From an optimization exercise on the open Yosys and OpenROAD flow, aimed at small area, a short achievable clock period and few clock cycles; shortcuts taken in it are not production practice. Only simulation tests tie the RTL to the original design; equivalence was not proved. Power figures rest on the tool's default switching activity, not on a simulated workload.

### flow/config.mk
export PLATFORM = sky130hd
export DESIGN_NAME = data_feeder_top
export DESIGN_NICKNAME = data_feeder_top
export VERILOG_FILES = /design/flow/design.v
export SDC_FILE = /design/flow/constraint.sdc
export NUM_CORES = 4
export LEC_CHECK = 0
export CAP_MARGIN = 20
export CORE_AREA = 5 5 275 275
export DIE_AREA = 0 0 280 280
export SLEW_MARGIN = 20
### flow/constraint.sdc
create_clock -name core_clock -period 4.0 [get_ports {clk_i}]
set_input_delay 0.8000 -clock core_clock [delete_from_list [all_inputs] [get_ports {clk_i}]]
set_output_delay 0.8000 -clock core_clock [all_outputs]
set_load 0.01 [all_outputs]
### flow/design.v
`timescale 1ns/10ps
package feeder_pkg;
    typedef logic [15:0]  word_t;
    typedef logic [255:0] half_line_t;
    typedef logic [511:0] line_t;
    typedef logic [31:0]  dram_addr_t;
    typedef logic [14:0]  len_t;
    typedef logic [7:0]   cmd_t;
    localparam int LINE_BYTES     = 64;
    localparam int WORDS_PER_LINE = 32;
    localparam cmd_t CMD_WRITE_INPUT  = 8'd9;
    localparam cmd_t CMD_WRITE_WEIGHT = 8'd10;
    typedef enum logic [1:0] {
        REQ_IDLE,
        REQ_WAIT_FIFO,
        REQ_SEND
    } req_state_t;
    typedef enum logic [1:0] {
        FEED_IDLE,
        FEED_WAIT_DATA,
        FEED_ISSUE,
        FEED_POP
    } feed_state_t;
endpackage
`timescale 1ns/10ps
package mmio_map_pkg;
    typedef logic [31:0] bus_addr_t;
    typedef logic [31:0] bus_data_t;
    localparam bus_addr_t RD_ADDR_REG      = 32'hC400_2024;
    localparam bus_addr_t RD_LEN_REG       = 32'hC400_2028;
    localparam bus_addr_t RD_START_REG     = 32'hC400_2030;
    localparam bus_addr_t SRAM_IDX_CLR_REG = 32'hC400_2034;
    localparam bus_addr_t DATA_TYPE_REG    = 32'hC400_2038;
    localparam bus_addr_t BUSY_REG         = 32'hC400_0020;
endpackage
`timescale 1ns/10ps
module data_feeder_top (
    input  logic                    clk_i,
    input  logic                    rst_i,
    input  logic                    dev_strobe_i,
    input  mmio_map_pkg::bus_addr_t dev_addr_i,
    input  mmio_map_pkg::bus_data_t dev_wdata_i,
    output logic                    dev_ready_o,
    output mmio_map_pkg::bus_data_t dev_rdata_o,
    input  logic                    fifo_addr_full_i,
    output logic                    dram_addr_valid_o,
    output feeder_pkg::dram_addr_t  dram_addr_o,
    input  logic                    fifo_data_empty_i,
    input  feeder_pkg::half_line_t  dram_rdata_h_i,
    input  feeder_pkg::half_line_t  dram_rdata_l_i,
    output logic                    fifo_data_rd_en_o,
    output logic                    acc_cmd_valid_o,
    output feeder_pkg::cmd_t        acc_cmd_o,
    output feeder_pkg::word_t       acc_word_o,
    output feeder_pkg::len_t        acc_index_o
);
    logic wr_addr, wr_len, wr_start, wr_clr, wr_type;
    assign wr_addr  = dev_strobe_i && (dev_addr_i == mmio_map_pkg::RD_ADDR_REG);
    assign wr_len   = dev_strobe_i && (dev_addr_i == mmio_map_pkg::RD_LEN_REG);
    assign wr_start = dev_strobe_i && (dev_addr_i == mmio_map_pkg::RD_START_REG);
    assign wr_clr   = dev_strobe_i && (dev_addr_i == mmio_map_pkg::SRAM_IDX_CLR_REG);
    assign wr_type  = dev_strobe_i && (dev_addr_i == mmio_map_pkg::DATA_TYPE_REG);
    logic [31:0] addr_q;
    logic [14:0] len_q;
    logic        type_q;
    logic        ready_q;
    logic        busy_q;
    logic        busy;
    always_ff @(posedge clk_i) begin
        if (wr_addr) addr_q <= dev_wdata_i;
    end
    always_ff @(posedge clk_i) begin
        if (rst_i) begin
            len_q  <= '0;
            type_q <= 1'b0;
        end else begin
            if (wr_len)  len_q  <= dev_wdata_i[14:0];
            if (wr_type) type_q <= dev_wdata_i[0];
        end
    end
    always_ff @(posedge clk_i) begin
        ready_q <= dev_strobe_i;
        busy_q  <= busy;
    end
    assign dev_ready_o = ready_q;
    assign dev_rdata_o = {31'b0, busy_q};
    logic        req_go_q;       
    logic        req_vld_q;
    logic        req_first_q;
    logic [25:0] req_line_q;     
    logic [10:0] req_left_q;     
    logic [15:0] last_word;      
    logic        req_take;
    assign last_word = 16'(addr_q[5:1]) + 16'(len_q) - 16'd1;
    assign req_take  = req_go_q && !fifo_addr_full_i;
    always_ff @(posedge clk_i) begin
        if (rst_i) begin
            req_go_q  <= 1'b0;
            req_vld_q <= 1'b0;
        end else begin
            req_vld_q <= req_take;
            if (wr_start) begin
                req_go_q <= 1'b1;
            end else if (req_take && req_left_q == '0) begin
                req_go_q <= 1'b0;
            end
        end
    end
    always_ff @(posedge clk_i) begin
        if (wr_start) begin
            req_left_q  <= last_word[15:5];
            req_line_q  <= addr_q[31:6];
            req_first_q <= 1'b1;
        end else begin
            if (req_take)  req_left_q <= req_left_q - 11'd1;
            if (req_vld_q) begin
                req_line_q  <= req_line_q + 26'd1;
                req_first_q <= 1'b0;
            end
        end
    end
    assign dram_addr_valid_o = req_vld_q;
    assign dram_addr_o       = {req_line_q, addr_q[5:0] & {6{req_first_q}}};
    logic [14:0] rem_q;          
    logic [4:0]  off_q;          
    logic        known_q;        
    logic        popdue_q;       
    logic        rem_nz;
    logic        line_last;
    logic        take;
    logic        pop;
    logic        cmd_vld_q;
    logic [15:0] word_q;
    logic [14:0] idx_q;
    logic [15:0] words [32];
    always_comb begin
        for (int p = 0; p < 8; p++) begin
            words[2*p]      = dram_rdata_l_i[224-32*p +: 16];
            words[2*p+1]    = dram_rdata_l_i[240-32*p +: 16];
            words[16+2*p]   = dram_rdata_h_i[224-32*p +: 16];
            words[16+2*p+1] = dram_rdata_h_i[240-32*p +: 16];
        end
    end
    assign rem_nz    = |rem_q;
    assign line_last = (&off_q) || (rem_q == 15'd1);
    assign take      = rem_nz && !popdue_q && !fifo_data_empty_i;
    assign pop       = known_q && (popdue_q || (rem_nz && line_last));
    assign busy      = rem_nz || popdue_q;
    always_ff @(posedge clk_i) begin
        if (rst_i) begin
            rem_q     <= '0;
            known_q   <= 1'b0;
            popdue_q  <= 1'b0;
            cmd_vld_q <= 1'b0;
        end else begin
            if (wr_start) begin
                rem_q <= len_q;
            end else if (take) begin
                rem_q <= rem_q - 15'd1;
            end
            known_q   <= !fifo_data_empty_i && !pop;
            popdue_q  <= take && line_last && !known_q;
            cmd_vld_q <= take;
        end
    end
    always_ff @(posedge clk_i) begin
        if (wr_start) begin
            off_q <= addr_q[5:1];
        end else if (take) begin
            off_q <= off_q + 5'd1;
        end
    end
    always_ff @(posedge clk_i) begin
        word_q <= words[off_q];
    end
    always_ff @(posedge clk_i) begin
        if (rst_i || wr_clr) begin
            idx_q <= '0;
        end else if (cmd_vld_q) begin
            idx_q <= idx_q + 15'd1;
        end
    end
    assign fifo_data_rd_en_o = pop;
    assign acc_cmd_valid_o   = cmd_vld_q;
    assign acc_cmd_o         = {4'b0000, 1'b1, 1'b0, type_q, !type_q};
    assign acc_word_o        = word_q;
    assign acc_index_o       = idx_q;
endmodule
### flow/run.sh
#!/bin/bash
# synth_recipe.tcl (not shown) runs the flow's synth.tcl, then flattens the netlist and writes it again
# the make line also repeats each setting of config.mk as NAME=value (left out here)
make -C /OpenROAD-flow-scripts/flow DESIGN_CONFIG=/design/flow/config.mk WORK_HOME=/design/flow/orfs CLKGATE_MAP_FILE= SYNTH_SCRIPT=/design/flow/synth_recipe.tcl finish
==> out/metrics.csv <==
stage;metric;value;unit
cells_and_area;Nets;2592;
timing;WHS;0.436;ns
synth;Mapped Cells;1352;
outcome;status;finished clean;
worst_setup_path;crit path DAT;2.56;ns
global_route;initial antenna violation count;87;
timing;Max-slew headroom;25.4;%
hold_path;WHS Path Cells;1;
worst_setup_path;reg-to-reg endpoint;word_q[8]$_DFF_P_;
worst_setup_path;Worst Path Max Fanout;6;
timing;maximum clock rate;298;MHz
worst_setup_path;R2R Setup Slk;0.81;ns
timing;clock skew;0.0338;ns
global_route;grt ovf;0;
timing;Final period util;83.9;%
synth;register area share after synthesis;32.0;%
die;Die Ht;280;µm
run;Max-Cap Viols;0;
timing;Final Critical Period;3.36;ns
clock_network;clock root buffer;clkbuf_16;
clock_network;CTS sink cnt;144;
worst_setup_path;slowest stage delay, CP;0.47;ns
worst_setup_path;Crit. End Element;primary output;
synth;Synth Register Bits;144;
clock_network;post_cts resized;0;
worst_setup_path;critical path, cell by cell;ha_2 > and3_1 > ha_1 > a41oi_1 > a31oi_1 > o21a_1 > buf_12;
detailed_routing;Detailed Routing Iterations Pass 1;9;
worst_setup_path;CP Launch Type;flop;
detailed_routing;Iteration-0 DRC Markers;1752;
detailed_routing;Residual DRC;0;
die;die footprint;78400;µm²
die;IO Pins;688;
clock_network;Reg clk slew, reported paths;0.07;ns
detailed_routing;DR WL/cell;32.2;µm
placed_design;Setup WS pre-CTS;0.609;ns
cells_and_area;# fillers;7934;
cells_and_area;FF+latch area;3620;µm²
hold_path;Hold Crit Class;flop to flop;
global_route;vias in the first global route;14200;
timing;Fin. Hold Viols;0;
worst_setup_path;cells on worst reg2reg path;8;
detailed_routing;via/cell ratio;4.95;
synth;Post-synth top flop;edfxtp_1;
synth;Yosys cell types;75;
clock_network;CTS tree;done;
worst_setup_path;start of the worst register-to-register path;off_q[0]$_DFFE_PP_;
synth;Post-synth EDFFs;74;
die;Die W;280;µm
placed_design;DP HPWL;78.8;mm
worst_setup_path;Required @ worst endpoint;3.20;ns
detailed_routing;drt total wl;96.4;mm
timing;measured slew at the worst slew-check pin;1.11;ns
clock_network;H-tree Lvls;4;
placed_design;Placer Congestion;1.05;
placed_design;# port buffers;650;
global_route;largest net degree at the start of global routing;76;
clock_network;Post-CTS Hold Buffers;0;
timing;# setup viols final;0;
timing;RSZ-0062 raised after global routing;no;
worst_setup_path;Slowest-stage cell, CP;edfxtp_1;
clock_network;CTS Buf Count;17;
cells_and_area;fin cells;2991;
timing;max-slew violation count;0;
synth;syn avg cell area;8.39;µm²
clock_network;post-CTS setup buffer count;0;
global_route;first-pass GRT wire length;125;mm
pwr;P_leak;6.86;nW
clock_network;CTS Buffer Depth;2;
synth;asr flop ratio synth;0;%
hold_path;Hold Path End;popdue_q$_SDFF_PP0_;
global_route;Tot GR Track Use;23.2;%
cells_and_area;area of the multi-input gates;7030;µm²
die;initial core utilization;15.6;%
worst_setup_path;crit path kind;flop to primary output;
hold_path;hold path startpoint;known_q$_SDFF_PP0_;
pwr;VDD IR-drop max;333;µV
detailed_routing;DRT antenna net count;0;
cells_and_area;P&R area growth vs syn;74.3;%
synth;Syn. warnings;2;
timing;final worst slack;0.644;ns
clock_network;Worst-Skew Late Latency;0.48;ns
die;# rows;99;
timing;setup TNS;0;ns
die;core area;72600;µm²
detailed_routing;DR vias;14800;
synth;post-synth design cell area;11300;µm²
placed_design;DP Cell Count;2922;
pwr;power density over cell area;531;nW/µm²
cells_and_area;layout cells sized above 1;8.52;%
final cells by class:
| class | count | area share [%] |
|---|---|---|
| repair buffers | 716 | 35.7 |
| inverters | 40 | 0.759 |
| well taps | 959 | 6.07 |
| diodes | 37 | 0.468 |
| clock buffers | 17 | 2.15 |
| multi-input cells | 1063 | 35.5 |
| clock inverters | 15 | 0.968 |
| flip-flops and latches | 144 | 18.3 |
worst max-delay path, delay by kind of cell, from the launching register on:
family,cells,cell delay [ns]
AO/OA/AOI/OAI,3,0.64
adder cells (fa/ha/maj),2,0.67
buffers and inverters,1,0.14
flip-flops,1,0.47
AND/OR/NAND/NOR,1,0.19
cells by family after synthesis:
group                    after synthesis  share of synthesized area [%]
flip-flops                           144                           32.0
multiplexers                          63                           6.16
XOR/XNOR                              59                           4.56
AND/OR/NAND/NOR                      459                           20.0
adder cells (fa/ha/maj)               29                           3.20
other                                  2                         0.0662
AO/OA/AOI/OAI                        416                           26.4
buffers and inverters                180                           7.69
layer usage:
layer  global-route usage (%)  wire length (µm)  part of all wire [%]
met1                     26.0             34900                    36
met3                     6.52              8690                   9.0
met2                     39.7             46100                    48
met5                        0               145                  0.15
met4                     12.8              6610                   6.9
placed cells by master, fill, tap and decap left out, types with 19 or more instances in the layout:
cell / Yosys / layout
a21oi_1: 74 / 74
and3_1: 20 / 20
clkdlybuf4s50_1: 0 / 649
a32oi_1: 29 / 29
mux2_2: 44 / 44
nand2b_1: 19 / 19
conb_1: 2 / 37
nor3_1: 27 / 26
nor2_1: 118 / 118
nand2_1: 118 / 118
edfxtp_1: 74 / 74
xnor2_1: 28 / 28
a31oi_1: 23 / 23
a22oi_1: 75 / 75
dfxtp_1: 70 / 70
diode_2: 0 / 37
nand4_1: 24 / 24
ha_1: 29 / 25
o21ai_0: 51 / 51
inv_1: 39 / 39
nand3_1: 57 / 56
xor2_1: 31 / 31
buf_4: 42 / 62
a222oi_1: 20 / 20
a22o_1: 44 / 44
synthesized netlist by cell type (all sizes together), types with 29 or more instances:
cell | count | area, µm²
a22oi | 75 | 563
edfxtp | 74 | 2220
inv | 39 | 146
mux2 | 44 | 495
a32oi | 29 | 254
nand3 | 57 | 285
xor2 | 31 | 272
nand2 | 118 | 443
a22o | 44 | 385
dfxtp | 70 | 1400
nor2 | 120 | 455
clkbuf | 61 | 229
o21ai | 52 | 260
ha | 29 | 363
buf | 79 | 493
a21oi | 74 | 370
state kept, by name (all words and copies together) (netlist names):
register / flops
busy_q: 1
popdue_q: 1
req_line_q: 26
req_left_q: 11
cmd_vld_q: 1
ready_q: 1
type_q: 1
idx_q: 15
req_first_q: 1
addr_q: 32
rem_q: 15
req_vld_q: 1
known_q: 1
req_go_q: 1
word_q: 16
off_q: 5
len_q: 15
power breakdown:
part           total, mW  switching [mW]  internal, mW  leakage [nW]
Clock               1.74           0.839         0.901         0.291
Sequential          1.95           0.154          1.79          1.19
Combinational       6.81            4.24          2.57          5.38
stage by stage:
stage	utilization, %	power, mW	area (µm²)
finish	27.2	10.5	19800
global route	27.2	10.9	19700
CTS	27.1	10.4	19700
detailed placement	26.3	8.58	19100
global placement	26.3	8.56	19100
floorplan	-	5.28	11500
worst max path at each step:
stage | startpoint | to | slack [ns] | cells past startpoint
CTS | off_q[0]$_DFFE_PP_ | fifo_data_rd_en_o | 0.58 | 7
detailed placement | dev_addr_i[12] | rem_q[3]$_SDFFE_PP0P_ | 0.61 | 8
floorplan | off_q[0]$_DFFE_PP_ | fifo_data_rd_en_o | 0.46 | 12
global route | off_q[0]$_DFFE_PP_ | fifo_data_rd_en_o | 0.50 | 7
finish | off_q[0]$_DFFE_PP_ | fifo_data_rd_en_o | 0.64 | 7
global placement | dev_addr_i[12] | rem_q[2]$_SDFFE_PP0P_ | 0.68 | 8
Testbench counts, summed over its fixed seeds: cycles 132,576.

port drivers added, routing unchanged:
The results above use ideal ports. As a check the final layout listed here was re-extracted and re-timed, cells and wires unchanged. Step 1: set_driving_cell puts a clkbuf_16 on clk_i and a buf_2 on each other input, an assumption about the parent block. Step 2 also shifts input and output timing later by t, the mid clock arrival at the registers, as if the neighbouring blocks saw the same clock. Slacks: no drivers / after step 1 / after step 2; pairs: no drivers / after step 1.
t, ns: 0.516
slack for setup (ns): 0.644 / 0.590 / 0.610
hold slack, ns: 0.436 / 0.436 / 0.436
clock arrival spread, ns: 0.034 / 0.033
After both steps setup and hold are still met in this run. For this run, drivers alone change the setup slack by -0.054 ns; drivers and shift together by -0.034 ns.
